From an optimization exercise on the open Yosys and OpenROAD flow, aimed at small area, a short achievable clock period and few clock cycles; shortcuts taken in it are not production practice. The RTL was checked by simulation tests, not by an equivalence proof against the original design.

## flow/design.v (module list and top-level ports; edited modules follow where they fit)
// module mul_stage1: 987 lines
// module mul_stage2: 338 lines
// module add3: 4 lines
// module add2: 4 lines
// module mac_engine: 16 lines
// module attn_top: 189 lines
module attn_top (
  input  logic clk,
  input  logic reset_n,
  input  logic dut_valid,
  output logic dut_ready,
  output logic [16-1:0] sram_input_read_address,
  input  logic [32-1:0] sram_input_read_data,
  output logic [16-1:0] sram_weight_read_address,
  input  logic [32-1:0] sram_weight_read_data,
  output logic [16-1:0] sram_result_read_address,
  input  logic [32-1:0] sram_result_read_data,
  output logic                    sram_result_write_enable,
  output logic [16-1:0] sram_result_write_address,
  output logic [32-1:0] sram_result_write_data,
  output logic [16-1:0] sram_scratchpad_read_address,
  input  logic [32-1:0] sram_scratchpad_read_data,
  output logic                    sram_scratchpad_write_enable,
  output logic [16-1:0] sram_scratchpad_write_address,
  output logic [32-1:0] sram_scratchpad_write_data
);
  // ...
==> flow/flow/run.sh <==
#!/bin/bash
set -euo pipefail
export BUFFER_PORTS_ARGS="-buffer_cell sky130_fd_sc_hd__buf_1"
export SETUP_SLACK_MARGIN=11.7
bash standard.sh > standard.log 2>&1
==> flow/standard.sh <==
#!/bin/bash
# synth_recipe.tcl (not shown) runs the flow's synth.tcl, then flattens the netlist and writes it again
# the make line also repeats each setting of config.mk as NAME=value (left out here)
make -C /OpenROAD-flow-scripts/flow DESIGN_CONFIG=/design/flow/config.mk WORK_HOME=/design/flow/orfs CLKGATE_MAP_FILE= SYNTH_SCRIPT=/design/flow/synth_recipe.tcl "${@:-finish}"
==> flow/config.mk <==
export PLATFORM = sky130hd
export DESIGN_NAME = attn_top
export DESIGN_NICKNAME = attn_top
export VERILOG_FILES = /design/flow/design.v
export SDC_FILE = /design/flow/constraint.sdc
export NUM_CORES = 4
export LEC_CHECK = 0
export ABC_AREA = 1
export CAP_MARGIN = 20
export CORE_MARGIN = 2
export CORE_UTILIZATION = 70
export CTS_CLUSTER_DIAMETER = 100
export CTS_CLUSTER_SIZE = 24
export SLEW_MARGIN = 20
==> flow/constraint.sdc <==
create_clock -name core_clock -period 16.0 [get_ports {clk}]
set_input_delay 3.2000 -clock core_clock [delete_from_list [all_inputs] [get_ports {clk}]]
set_output_delay 3.2000 -clock core_clock [all_outputs]
set_load 0.01 [all_outputs]
==> results.toml, run 1 <==
[place]
dpl_worst_slack_ns = 11.14
place.gp.congestion = 0.926

[cts]
root_buffer = "clkbuf_16"
post_cts_buffers = 5
cts_tree = "done"

[critical_path]
reg2reg_to = "u_engine.r[118]$_DFF_P_"
slowest_stage = "dfxtp_4"
crit_cells = 1

[cells_and_area]
layout.nonclk_buf_share_pct = 5.38
postLayoutCoreUtil_pct = 76.2
final_common_cell = "inv_1"
clock_buffers = 28
regMostFlops = "u_engine.r"
antennaDiodeCount = 0
multi_input_area_share_pct = 56.1
fin_nets = 3547

[grt]
overflow = 0
grt_busiest_layer = "met2"
gr-usage-met3_pct = 5.67
grt.met1_usage_pct = 48.2

[timing]
tns_ns = 0
worst-slew-pin-transition_ns = 1.03
slew_viol_final = 0
finalHoldViolations = 0
finClkSkew_ns = 0.0422
min_period_over_period_pct = 26.8
maxSlewHeadroom_pct = 31.0

[run_status]
outcome = "complete, no violations"

[floorplanning]
nWellTaps = 461

[synthesis]
async_reset_ff_share_pct = 4.94
yosys_warnings = 2
ys.flop_type = "dfxtp_1"
yosys.cell_count.top_type = "inv_1"
synth_common_cells = "inv_1 (421), nand2_1 (400), xor2_1 (334)"
synth-compound-area-share_pct = 10.8

[drt]
vias_per_cell = 5.88
num_vias = 21000
ant_nets = 0

[min_path]
hp-start = "f1$_DFF_P_"
Testbench counts, summed over its fixed seeds: cycles 256,851.
==> run 2: changes to the inputs <==
==> flow/flow/run.sh (replaced) <==
#!/bin/bash
set -euo pipefail
export BUFFER_PORTS_ARGS="-buffer_cell sky130_fd_sc_hd__buf_1"
export SETUP_SLACK_MARGIN=11.68
bash standard.sh > standard.log 2>&1
--- a/flow/config.mk
+++ b/flow/config.mk
@@ -8,7 +8,7 @@
 export ABC_AREA = 1
 export CAP_MARGIN = 20
 export CORE_MARGIN = 2
-export CORE_UTILIZATION = 70
+export CORE_UTILIZATION = 60
 export CTS_CLUSTER_DIAMETER = 100
 export CTS_CLUSTER_SIZE = 24
 export SLEW_MARGIN = 20
==> results.toml, run 2 <==
[run_status]
outcome = "complete, no violations"

[grt]
grt_pass1_vias = 20000
grt_max_degree = 71
overflow = 0
grt_antenna_before_repair = 1
grt_pass1_wl_um = 107000
track_usage_pct = 30.7

[floorplanning]
rows = 75
start_util_pct = 60.7
core_area_sq_um = 41900
chipWidth_um = 210
die_y_um = 210
fp.dieArea_sq_um = 44100
pin_count = 294

[timing]
slew_viol_final = 0
rsz0062_at_grt = "false"
finalHoldViolations = 0
fin_crit_ns = 4.30
finClkSkew_ns = 0.0290
tns_ns = 0
clock.fmax_mhz = 233
maxSlewHeadroom_pct = 34.5
min_period_over_period_pct = 26.9
finalSetupViolations = 0
worst-slew-pin-transition_ns = 0.982

[synthesis]
synth_cell_types = 48
ys_seq_area_share_pct = 29.5
ys.flop_type = "dfxtp_1"
synthCells = 2960
async_reset_ff_share_pct = 4.94
synth_common_cells = "inv_1 (421), nand2_1 (400), xor2_1 (334)"
synth_edf_count = 52
synth_area_sq_um = 25400
yosys.cell_count.top_type = "inv_1"
synth-seq-cells = 344
ys_top_cells_by_area = "dfxtp_1 (22%), fa_1 (17%), xor2_1 (11%), inv_1 (6.2%), edfxtp_1 (6.1%)"
syn_area_per_cell_sq_um = 8.60
yosys.area.top_type = "dfxtp_1"
yosysTopAreaCellShare_pct = 21.6
yosys_warnings = 2

[cells_and_area]
largest_reg_flops = 119
regMostFlops = "u_engine.r"
area_delta_synth_final_pct = 6.76
antennaDiodeCount = 0
layout_common_cells = "inv_1 (415), nand2_1 (394), xor2_1 (334)"
final_layout_size_suffix_gt1_share_pct = 8.46
fin_nets = 3538
final_cells = 3646
final_common_cell = "inv_1"
fillCellCount = 3647
ff_latch_area_sq_um = 7600
postLayoutCellArea_sq_um = 27200
multi_input_area_sq_um = 15200

[critical_path]
cp.arrival_ns = 1.10
crit_path_max_incr_delay_ns = 0.40
slowest_stage = "dfxtp_4"
cp_max_fo = 6
end_kind = "primary output"
cp_top_family = "flip-flops"
crit_cells = 1
critPathBufInv = 1
worstSetupPathType = "reg2out"
worstPathRequired_ns = 12.80
r2r_cells = 10
crit_chain = "buf_2"
cp-start-kind = "flip-flop"

[min_path]
holdPathStages = 0
hp-class = "reg2reg"

[place]
dp_hpwl_um = 51800
post-place-cells = 3599
portBuffers = 277
place_area_sq_um = 26200
place.gp.congestion = 0.936

[cts]
cts_buffer_depth = 3
cts_tree = "done"
cts.sinks = 344
cts_buffers = 19
root_buffer = "clkbuf_16"
clk_latency_ns = 0.55
cts_hold_buf = 0
clk_pin_slew_ns = 0.10
htreeDepth = 1

[job]
maxCapViolCount = 0

[drt]
first_pass_iters = 6
detail_route.iter0.violations = 1856
ant_nets = 0
wl_per_cell_um = 18.7
wirelength_um = 68200
vias_per_cell = 5.64
num_vias = 20600
drcViolationCount = 0
[run 2: metal layers]
metal	vias to the layer above	global-route usage [%]	share of wire, %
li1	9698	-	-
met1	9754	42.8	44
met2	940	48.7	44
met3	166	4.59	7.9
met4	0	11.5	4.4
met5	-	0.667	0
[run 2: worst paths after layout]
kind                                   startpoint                          end  slack, ns
setup / recovery           a_addr[0]$_SDFFE_PP0N_  sram_result_read_address[0]      11.70
hold / removal                         f2$_DFF_P_                   f3$_DFF_P_       0.33
setup reg to reg                  op_b[0]$_DFF_P_       u_engine.r[98]$_DFF_P_      11.89
hold reg to reg                        f2$_DFF_P_                   f3$_DFF_P_       0.33
max in group asynchronous                 reset_n          dims_wait$_DFF_PN0_      12.58
min in group asynchronous                 reset_n               busy$_DFF_PN0_       2.77
[run 2: kinds of logic (layout without fill, tap and decap cells)]
group / Yosys count / count (layout) / synth area share (%)
other: 1 / 16 / 0.0147
buffers and inverters: 658 / 790 / 11.0
XOR/XNOR: 356 / 356 / 12.3
AND/OR/NAND/NOR: 773 / 773 / 12.7
adder cells (fa/ha/maj): 308 / 308 / 21.7
flip-flops: 344 / 344 / 29.5
multiplexers: 49 / 49 / 2.17
AO/OA/AOI/OAI: 471 / 471 / 10.8
[run 2: area by class of cell]
| cell class | count | area share (%) |
|---|---|---|
| Clock buffer | 24 | 1.82 |
| Multi-Input combinational cell | 1973 | 56.1 |
| Clock inverter | 5 | 0.189 |
| Timing Repair Buffer | 307 | 5.01 |
| Sequential cell | 344 | 28.0 |
| Tap cell | 539 | 2.48 |
| Inverter | 451 | 6.36 |
| Timing Repair inverter | 3 | 0.0553 |
[run 2: stage by stage]
stage	util [%]	worst slack, ns	hold slack (ns)
final	64.8	11.70	0.332
after global routing	64.8	11.68	0.347
after CTS	64.2	11.68	0.335
after detailed placement	62.5	11.09	0.313
after global placement	62.5	11.18	0.313
after floorplan	-	11.74	0.310
[run 2: what timing repair did]
item | in CTS | in global routing
setup endpoints to repair | 84 | 81
resized for setup | 91 | 61
setup buffers | 3 | 11
cloned | 0 | 3
==> run 3: changes to the inputs <==
==> flow/flow/run.sh (replaced) <==
#!/bin/bash
set -euo pipefail
export BUFFER_PORTS_ARGS="-buffer_cell sky130_fd_sc_hd__buf_1"
export SETUP_SLACK_MARGIN=11.7
bash standard.sh > standard.log 2>&1
--- a/flow/config.mk
+++ b/flow/config.mk
@@ -10,5 +10,5 @@
 export CORE_MARGIN = 2
 export CORE_UTILIZATION = 60
 export CTS_CLUSTER_DIAMETER = 100
-export CTS_CLUSTER_SIZE = 24
+export CTS_CLUSTER_SIZE = 26
 export SLEW_MARGIN = 20
==> results.toml, run 3 <==
[critical_path]
cp-start-kind = "flip-flop"
cp.arrival_ns = 1.08
critPathBufInv = 1
worstSetupPathType = "reg2out"
regToRegSetupSlack_ns = 11.87
end_kind = "primary output"
crit_chain = "buf_2"
r2r_cells = 11
worstPathRequired_ns = 12.80
r2r_start = "u_engine.r[33]$_DFF_P_"
slowest_stage = "dfxtp_4"
reg2reg_to = "u_engine.acc[21]$_DFF_P_"
cp_max_fo = 5
crit_path_max_incr_delay_ns = 0.39
cp_top_family = "flip-flops"

[grt]
overflow = 0
grt_max_degree = 71
grt_antenna_before_repair = 1
grt_pass1_wl_um = 106000
grt_pass1_vias = 19900
track_usage_pct = 30.6

[place]
place.gp.congestion = 0.936
place_area_sq_um = 26200
post-place-cells = 3599
dp_hpwl_um = 51800
portBuffers = 277

[synthesis]
yosys_warnings = 2
synth_area_sq_um = 25400
syn_area_per_cell_sq_um = 8.60
ys_seq_area_share_pct = 29.5
yosys.area.top_type = "dfxtp_1"
synthCells = 2960
async_reset_ff_share_pct = 4.94
synth_cell_types = 48
ys.flop_type = "dfxtp_1"
yosysTopAreaCellShare_pct = 21.6
synth-seq-cells = 344
synth_common_cells = "inv_1 (421), nand2_1 (400), xor2_1 (334)"
yosys.cell_count.top_type = "inv_1"
ys_top_cells_by_area = "dfxtp_1 (22%), fa_1 (17%), xor2_1 (11%), inv_1 (6.2%), edfxtp_1 (6.1%)"
synth_edf_count = 52

[drt]
drcViolationCount = 0
wirelength_um = 67800
first_pass_iters = 8
ant_nets = 0
detail_route.iter0.violations = 1724
wl_per_cell_um = 18.6
vias_per_cell = 5.62
num_vias = 20500

[floorplanning]
die_y_um = 210
start_util_pct = 60.7
chipWidth_um = 210
rows = 75
pin_count = 294
fp.dieArea_sq_um = 44100
core_area_sq_um = 41900

[cells_and_area]
antennaDiodeCount = 0
postLayoutCellArea_sq_um = 27400
regMostFlops = "u_engine.r"
area_delta_synth_final_pct = 7.68
final_layout_size_suffix_gt1_share_pct = 11.0
final_common_cell = "inv_1"
largest_reg_flops = 119
layout_common_cells = "inv_1 (415), nand2_1 (395), xor2_1 (334)"
final_cells = 3652
fin_nets = 3542
postLayoutCoreUtil_pct = 65.3

[min_path]
hp-start = "f2$_DFF_P_"
worstHoldEndpoint = "f3$_DFF_P_"
holdPathStages = 0
hp-class = "reg2reg"

[timing]
finalSetupViolations = 0
maxSlewHeadroom_pct = 34.0
fin_crit_ns = 4.28
min_period_over_period_pct = 26.8
slew_viol_final = 0
finClkSkew_ns = 0.0258
finalHoldViolations = 0
rsz0062_at_grt = "true"
tns_ns = 0
worst-slew-pin-transition_ns = 0.989
clock.fmax_mhz = 233

[cts]
htreeDepth = 1
root_buffer = "clkbuf_16"
cts.sinks = 344
cts_tree = "done"
clk_pin_slew_ns = 0.11
clk_latency_ns = 0.55
cts_buffers = 18
cts_buffer_depth = 3

[job]
maxCapViolCount = 0

[run_status]
outcome = "complete, no violations"
run 3: layout make-up:
cell class,instances,area [sq um]
repair buffers,312,1510
flip-flops and latches,344,7640
fillers,3635,14500
clock inverters,5,83.8
clock buffers,25,508
multi-input cells,1973,15200
well taps,539,674
repair inverters,3,15.0
inverters,451,1730
run 3: per-layer routing:
| metal | vias to the layer above | routed length, um | track usage, % |
|---|---|---|---|
| met2 | 927 | 29700 | 47.7 |
| met4 | 0 | 2980 | 12.0 |
| li1 | 9707 | - | - |
| met5 | - | 0 | 0 |
| met3 | 166 | 5260 | 4.68 |
| met1 | 9718 | 29800 | 43.0 |
run 3: how the worst max path moves through the flow:
stage / from / endpoint / slack (ns) / cells past startpoint
finish: a_addr[7]$_SDFFE_PP0P_ / sram_result_read_address[7] / 11.72 / 1
global route: op_b[9]$_DFF_P_ / u_engine.r[118]$_DFF_P_ / 11.68 / 23
CTS: res_wa[1]$_SDFF_PP0_ / sram_result_write_address[1] / 11.70 / 1
detailed placement: dut_valid / b_addr[4]$_SDFFE_PP0P_ / 11.09 / 8
global placement: dut_valid / b_addr[10]$_SDFFE_PP0P_ / 11.18 / 8
floorplan: dut_valid / a_addr[9]$_SDFFE_PP0P_ / 11.74 / 8
run 3: logic make-up (layout without fill, tap and decap cells):
| group | Yosys count | in the layout | share of synthesized area (%) |
|---|---|---|---|
| xor gates and xnor gates | 356 | 356 | 12.3 |
| muxes | 49 | 49 | 2.17 |
| other | 1 | 16 | 0.0147 |
| adders and majority gates | 308 | 308 | 21.7 |
| and+or+nand+nor | 773 | 773 | 12.7 |
| DFF | 344 | 344 | 29.5 |
| AOI/OAI and AO/OA | 471 | 471 | 10.8 |
| buffers and inverters | 658 | 796 | 11.0 |
run 3: metrics by stage:
stage	hold slack (ns)	worst slack, ns
after floorplan	0.310	11.74
after global placement	0.313	11.18
after detailed placement	0.313	11.09
after CTS	0.337	11.70
after global routing	0.356	11.68
final	0.335	11.72
run 3: worst register-to-register path: cells and delay by family (launching register included):
kind / cells / cell delay, ns
XOR/XNOR: 1 / 0.17
AO/OA/AOI/OAI: 3 / 1.20
flip-flops: 1 / 0.33
adder cells (fa/ha/maj): 4 / 1.90
AND/OR/NAND/NOR: 3 / 0.48
run 3: timing repair:
| action | in CTS | in global routing |
|---|---|---|
| pin swaps | 0 | 0 |
| resized for setup | 116 | 124 |
| setup endpoints to repair | 112 | 128 |
| cloned | 0 | 3 |
| hold buffers | 0 | 0 |
| setup buffers | 9 | 9 |
==> run 4: changes to the inputs <==
--- a/flow/config.mk
+++ b/flow/config.mk
@@ -10,5 +10,6 @@
 export CORE_MARGIN = 2
 export CORE_UTILIZATION = 60
 export CTS_CLUSTER_DIAMETER = 100
-export CTS_CLUSTER_SIZE = 26
+export CTS_CLUSTER_SIZE = 24
+export PLACE_DENSITY = 0.7
 export SLEW_MARGIN = 20
==> results.toml, run 4 <==
[run_status]
outcome = "complete, no violations"

[cts]
clk_latency_ns = 0.55
root_buffer = "clkbuf_16"
cts_tree = "done"
clk_pin_slew_ns = 0.10
htreeDepth = 1
cts.sinks = 344
cts_buffer_depth = 3
cts_buffers = 19

[synthesis]
yosys.cell_count.top_type = "inv_1"
yosys_warnings = 2
synth_area_sq_um = 25400
yosys.area.top_type = "dfxtp_1"
ys.flop_type = "dfxtp_1"
synth_edf_count = 52
syn_area_per_cell_sq_um = 8.60
yosysTopAreaCellShare_pct = 21.6
async_reset_ff_share_pct = 4.94
ys_seq_area_share_pct = 29.5
synth_cell_types = 48
ys_top_cells_by_area = "dfxtp_1 (22%), fa_1 (17%), xor2_1 (11%), inv_1 (6.2%), edfxtp_1 (6.1%)"
synth-seq-cells = 344
synth_common_cells = "inv_1 (421), nand2_1 (400), xor2_1 (334)"
synthCells = 2960

[floorplanning]
fp.dieArea_sq_um = 44100
chipWidth_um = 210
die_y_um = 210
rows = 75
pin_count = 294
core_area_sq_um = 41900
start_util_pct = 60.7

[grt]
grt_pass1_vias = 20200
track_usage_pct = 30.9
grt.met1_usage_pct = 43.2
gr-usage-met3_pct = 3.78
grt_max_degree = 71
overflow = 0
grt_busiest_layer = "met2"
grt_pass1_wl_um = 108000
gr-usage-met2_pct = 49.3
grt_antenna_before_repair = 1

[critical_path]
crit_chain = "buf_2"
crit_path_max_incr_delay_ns = 0.37
worstSetupPathType = "reg2out"
cp_top_family = "flip-flops"
cp-start-kind = "flip-flop"
cp.arrival_ns = 1.09
worstPathRequired_ns = 12.80
end_kind = "primary output"
critPathBufInv = 1
slowest_stage = "dfxtp_2"
cp_max_fo = 3

[drt]
wl_per_cell_um = 18.9
wirelength_um = 68900
drcViolationCount = 0
detail_route.iter0.violations = 1983
ant_nets = 0
vias_per_cell = 5.68
num_vias = 20700
first_pass_iters = 7

[cells_and_area]
final_layout_size_suffix_gt1_share_pct = 11.5
final_common_cell = "inv_1"
area_delta_synth_final_pct = 7.81
regMostFlops = "u_engine.r"
largest_reg_flops = 119
fin_nets = 3541
layout_common_cells = "inv_1 (413), nand2_1 (391), xor2_1 (334)"

[timing]
fin_ws_ns = 11.71
min_period_over_period_pct = 26.8
finalHoldViolations = 0
slew_viol_final = 0
finalSetupViolations = 0
finClkSkew_ns = 0.0164
tns_ns = 0
maxSlewHeadroom_pct = 25.1
fin_crit_ns = 4.29
worst-slew-pin-transition_ns = 1.12
clock.fmax_mhz = 233
rsz0062_at_grt = "true"

[min_path]
hp-class = "reg2reg"

[job]
maxCapViolCount = 0

[place]
dp_hpwl_um = 51800
place.gp.congestion = 0.945
dpl_worst_slack_ns = 11.13
portBuffers = 277
## run 4: timing repair
| item | in CTS | in global routing |
|---|---|---|
| setup endpoints to repair | 134 | 112 |
| setup buffers | 12 | 9 |
| gates cloned | 0 | 4 |
| hold buffers | 0 | 0 |
| gates resized for setup | 158 | 90 |
## run 4: stage by stage
stage                     cell area (sq um)  hold slack, ns  std cells  util, %
after floorplan                       25500           0.310       2975        -
after global placement                26200           0.311       3595     62.5
after detailed placement              26200           0.313       3595     62.5
after CTS                             27200           0.337       3639     64.8
after global routing                  27400           0.341       3653     65.4
final                                 27400           0.337       3653     65.4
## run 4: worst paths after layout
path,startpoint,to,slack (ns),cells past startpoint
worst max-delay path,u_engine.acc[3]$_DFF_P_,sram_result_write_data[3],11.71,1
worst min-delay path,f1$_DFF_P_,f2$_DFF_P_,0.34,0
worst max register to register,op_b[0]$_DFF_P_,u_engine.r[98]$_DFF_P_,11.84,10
worst min register to register,f1$_DFF_P_,f2$_DFF_P_,0.34,0
max in group asynchronous,reset_n,qk_age[2]$_DFFE_PN1P_,13.04,1
min in group asynchronous,reset_n,dims_req$_DFF_PN0_,2.59,1
## run 4: cell type report
type	instances	area [sq um]
antenna	1	2.50
clock inverter	5	96.3
sequential	344	7630
tap	539	674
multi-input combinational	1973	15300
fill	3565	14500
timing repair inverter	4	20.0
clock buffer	27	547
inverter	451	1740
timing repair buffer	309	1470
## run 4: kinds of logic (layout without fill, tap and decap cells)
logic type               Yosys count  count (layout)  synth area share (%)
AND/OR/NAND/NOR                  773             773                  12.7
other                              1              17                0.0147
AO/OA/AOI/OAI                    471             471                  10.8
buffers and inverters            658             796                  11.0
flip-flops                       344             344                  29.5
adder cells (fa/ha/maj)          308             308                  21.7
XOR/XNOR                         356             356                  12.3
multiplexers                      49              49                  2.17
## run 4: routing by layer
metal	up-vias	part of all wire [%]
met5	-	0
met4	0	4.4
met3	195	8.4
met2	1049	45
met1	9795	42
li1	9706	-
==> run 5: changes to the inputs <==
--- a/flow/config.mk
+++ b/flow/config.mk
@@ -11,5 +11,4 @@
 export CORE_UTILIZATION = 60
 export CTS_CLUSTER_DIAMETER = 100
 export CTS_CLUSTER_SIZE = 24
-export PLACE_DENSITY = 0.7
 export SLEW_MARGIN = 20
==> results.toml, run 5 <==
[synthesis]
yosys.cell_count.top_type = "inv_1"
yosysTopAreaCellShare_pct = 21.6
ys_top_cells_by_area = "dfxtp_1 (22%), fa_1 (17%), xor2_1 (11%), inv_1 (6.2%), edfxtp_1 (6.1%)"
synth_common_cells = "inv_1 (421), nand2_1 (400), xor2_1 (334)"
synth_area_sq_um = 25400
synth_top_family_by_area = "adder cells"
synthAdderAreaFrac_pct = 21.7
synthCells = 2960
synth-seq-cells = 344
synth-compound-area-share_pct = 10.8
ys.flop_type = "dfxtp_1"
yosys.area.top_type = "dfxtp_1"
synthMuxAreaShare_pct = 2.17
synth_cell_types = 48
ys_seq_area_share_pct = 29.5
syn_area_per_cell_sq_um = 8.60
synth_edf_count = 52
async_reset_ff_share_pct = 4.94
synth-xor-area-share_pct = 12.3
synth_simple_gate_area_share_pct = 12.7
yosys_warnings = 2

[place]
place.gp.congestion = 0.936
portBuffers = 277
dpl_worst_slack_ns = 11.09
dp_hpwl_um = 51800

[cts]
cts_buffer_depth = 3
clk_latency_ns = 0.55
root_buffer = "clkbuf_16"
cts_hold_buf = 0
cts_buffers = 19
cts.sinks = 344
clk_pin_slew_ns = 0.10
htreeDepth = 1
cts_tree = "done"

[drt]
ant_nets = 0
drcViolationCount = 0
vias_per_cell = 5.61
num_vias = 20500
wirelength_um = 68400
first_pass_iters = 9
wl_per_cell_um = 18.7
detail_route.iter0.violations = 1815

[critical_path]
worstSetupPathType = "reg2out"
cp.arrival_ns = 1.08
worstPathRequired_ns = 12.80
cp_top_family = "flip-flops"
slowest_stage = "dfxtp_4"
cp_max_fo = 5
crit_chain = "buf_2"
end_kind = "primary output"
cp-start-kind = "flip-flop"
crit_path_max_incr_delay_ns = 0.39
critPathBufInv = 1

[cells_and_area]
final_common_cell = "inv_1"
largest_reg_flops = 119
layout_common_cells = "inv_1 (415), nand2_1 (394), xor2_1 (334)"
antennaDiodeCount = 0
fin_nets = 3549
area_delta_synth_final_pct = 7.42
final_layout_size_suffix_gt1_share_pct = 10.4
regMostFlops = "u_engine.r"

[run_status]
outcome = "complete, no violations"

[timing]
min_period_over_period_pct = 26.7
maxSlewHeadroom_pct = 33.7
fin_ws_ns = 11.72
clock.fmax_mhz = 234
rsz0062_at_grt = "false"
finalHoldViolations = 0
tns_ns = 0
fin_crit_ns = 4.28
slew_viol_final = 0
finalSetupViolations = 0
finClkSkew_ns = 0.0295
worst-slew-pin-transition_ns = 0.993

[floorplanning]
die_y_um = 210
start_util_pct = 60.7
pin_count = 294
core_area_sq_um = 41900
chipWidth_um = 210
rows = 75
fp.dieArea_sq_um = 44100

[grt]
grt_pass1_vias = 20000
grt_pass1_wl_um = 107000
track_usage_pct = 30.7
grt_antenna_before_repair = 1
grt_max_degree = 71
overflow = 0

[min_path]
hp-class = "reg2reg"

[job]
maxCapViolCount = 0
run 5: cell types whose count changed in the layout (fill, tap and decap cells not counted), sizes merged:
cell	change
inv	+2
bufinv	-2
buf	+5
diode	-1
clkinv	+4
clkinvlp	-5
clkbuf	+1
run 5: path summary, 6_finish.rpt:
check / from / end / slack, ns / cells past startpoint
worst max register to register: op_b[0]$_DFF_P_ / u_engine.r[98]$_DFF_P_ / 11.87 / 10
worst min register to register: f2$_DFF_P_ / f3$_DFF_P_ / 0.33 / 0
max in group asynchronous: reset_n / dims_wait$_DFF_PN0_ / 12.57 / 1
worst max-delay path: a_addr[5]$_SDFFE_PP0P_ / sram_result_read_address[5] / 11.72 / 1
worst min-delay path: f2$_DFF_P_ / f3$_DFF_P_ / 0.33 / 0
min in group asynchronous: reset_n / busy$_DFF_PN0_ / 2.77 / 1
run 5: logic make-up (layout without fill, tap and decap cells):
| kind of cell | after synthesis | in the layout |
|---|---|---|
| AND/OR/NAND/NOR | 773 | 773 |
| buffers and inverters | 658 | 801 |
| AO/OA/AOI/OAI | 471 | 471 |
| XOR/XNOR | 356 | 356 |
| flip-flops | 344 | 344 |
| adder cells (fa/ha/maj) | 308 | 308 |
| multiplexers | 49 | 49 |
| other | 1 | 16 |
run 5: layer usage:
metal | part of all wire (%) | up-vias | global-route usage, %
li1 | - | 9725 | -
met1 | 44 | 9748 | 42.9
met2 | 44 | 859 | 48.8
met3 | 7.1 | 169 | 4.59
met4 | 4.4 | 0 | 11.5
met5 | 0 | - | 0.667
run 5: final cells by class:
type,count,area [sq um]
timing repair buffer,318,1510
sequential,344,7620
timing repair inverter,3,15.0
inverter,451,1730
multi-input combinational,1973,15200
clock inverter,5,51.3
clock buffer,24,494
fill,3620,14600
tap,539,674
run 5: per-stage QoR:
| stage | util, % | std cells | instance area, sq um | hold WS, ns |
|---|---|---|---|---|
| global route | 65.2 | 3657 | 27300 | 0.347 |
| global placement | 62.5 | 3599 | 26200 | 0.313 |
| detailed placement | 62.5 | 3599 | 26200 | 0.313 |
| finish | 65.2 | 3657 | 27300 | 0.331 |
| CTS | 64.4 | 3636 | 27000 | 0.335 |
| floorplan | - | 2975 | 25500 | 0.310 |
run 5: repair_timing:
action                     4_1_cts  5_1_grt
setup endpoints to repair      109      117
resized for setup              116       93
gates cloned                     0        3
setup buffers                    8       17

==> static timing again, ports no longer ideal <==
The results above use ideal ports. As a check the final layouts listed here were re-extracted and re-timed, cells and wires unchanged.
Step 1 assumes that a clkbuf_16 drives the clock port and a buf_2 every other input.
Step 2 moves the port delays by t, midway between the first and last clock arrival at a register: inputs arrive t later, outputs are due t later. That takes back most of the time a late clock gives input paths.
a / b / c = ideal / step 1 / step 2; a / b = the first two.
| run | shift t [ns] | setup WS [ns] | worst setup path after step 2 | pins driven straight from the clock port |
|---|---|---|---|---|
| run 1 | 0.591 | 11.711 / 11.652 / 11.343 | input to register | 1 |
| run 2 | 0.590 | 11.704 / 11.650 / 11.326 | input to register | 1 |
| run 3 | 0.597 | 11.716 / 11.656 / 11.345 | input to register | 1 |
| run 4 | 0.601 | 11.708 / 11.651 / 11.393 | input to register | 1 |
| run 5 | 0.592 | 11.721 / 11.667 / 11.322 | input to register | 1 |
After both steps setup and hold are still met in every run listed. For run 5, which loses most, drivers alone change the setup slack by -0.054 ns; drivers and shift together by -0.399 ns.
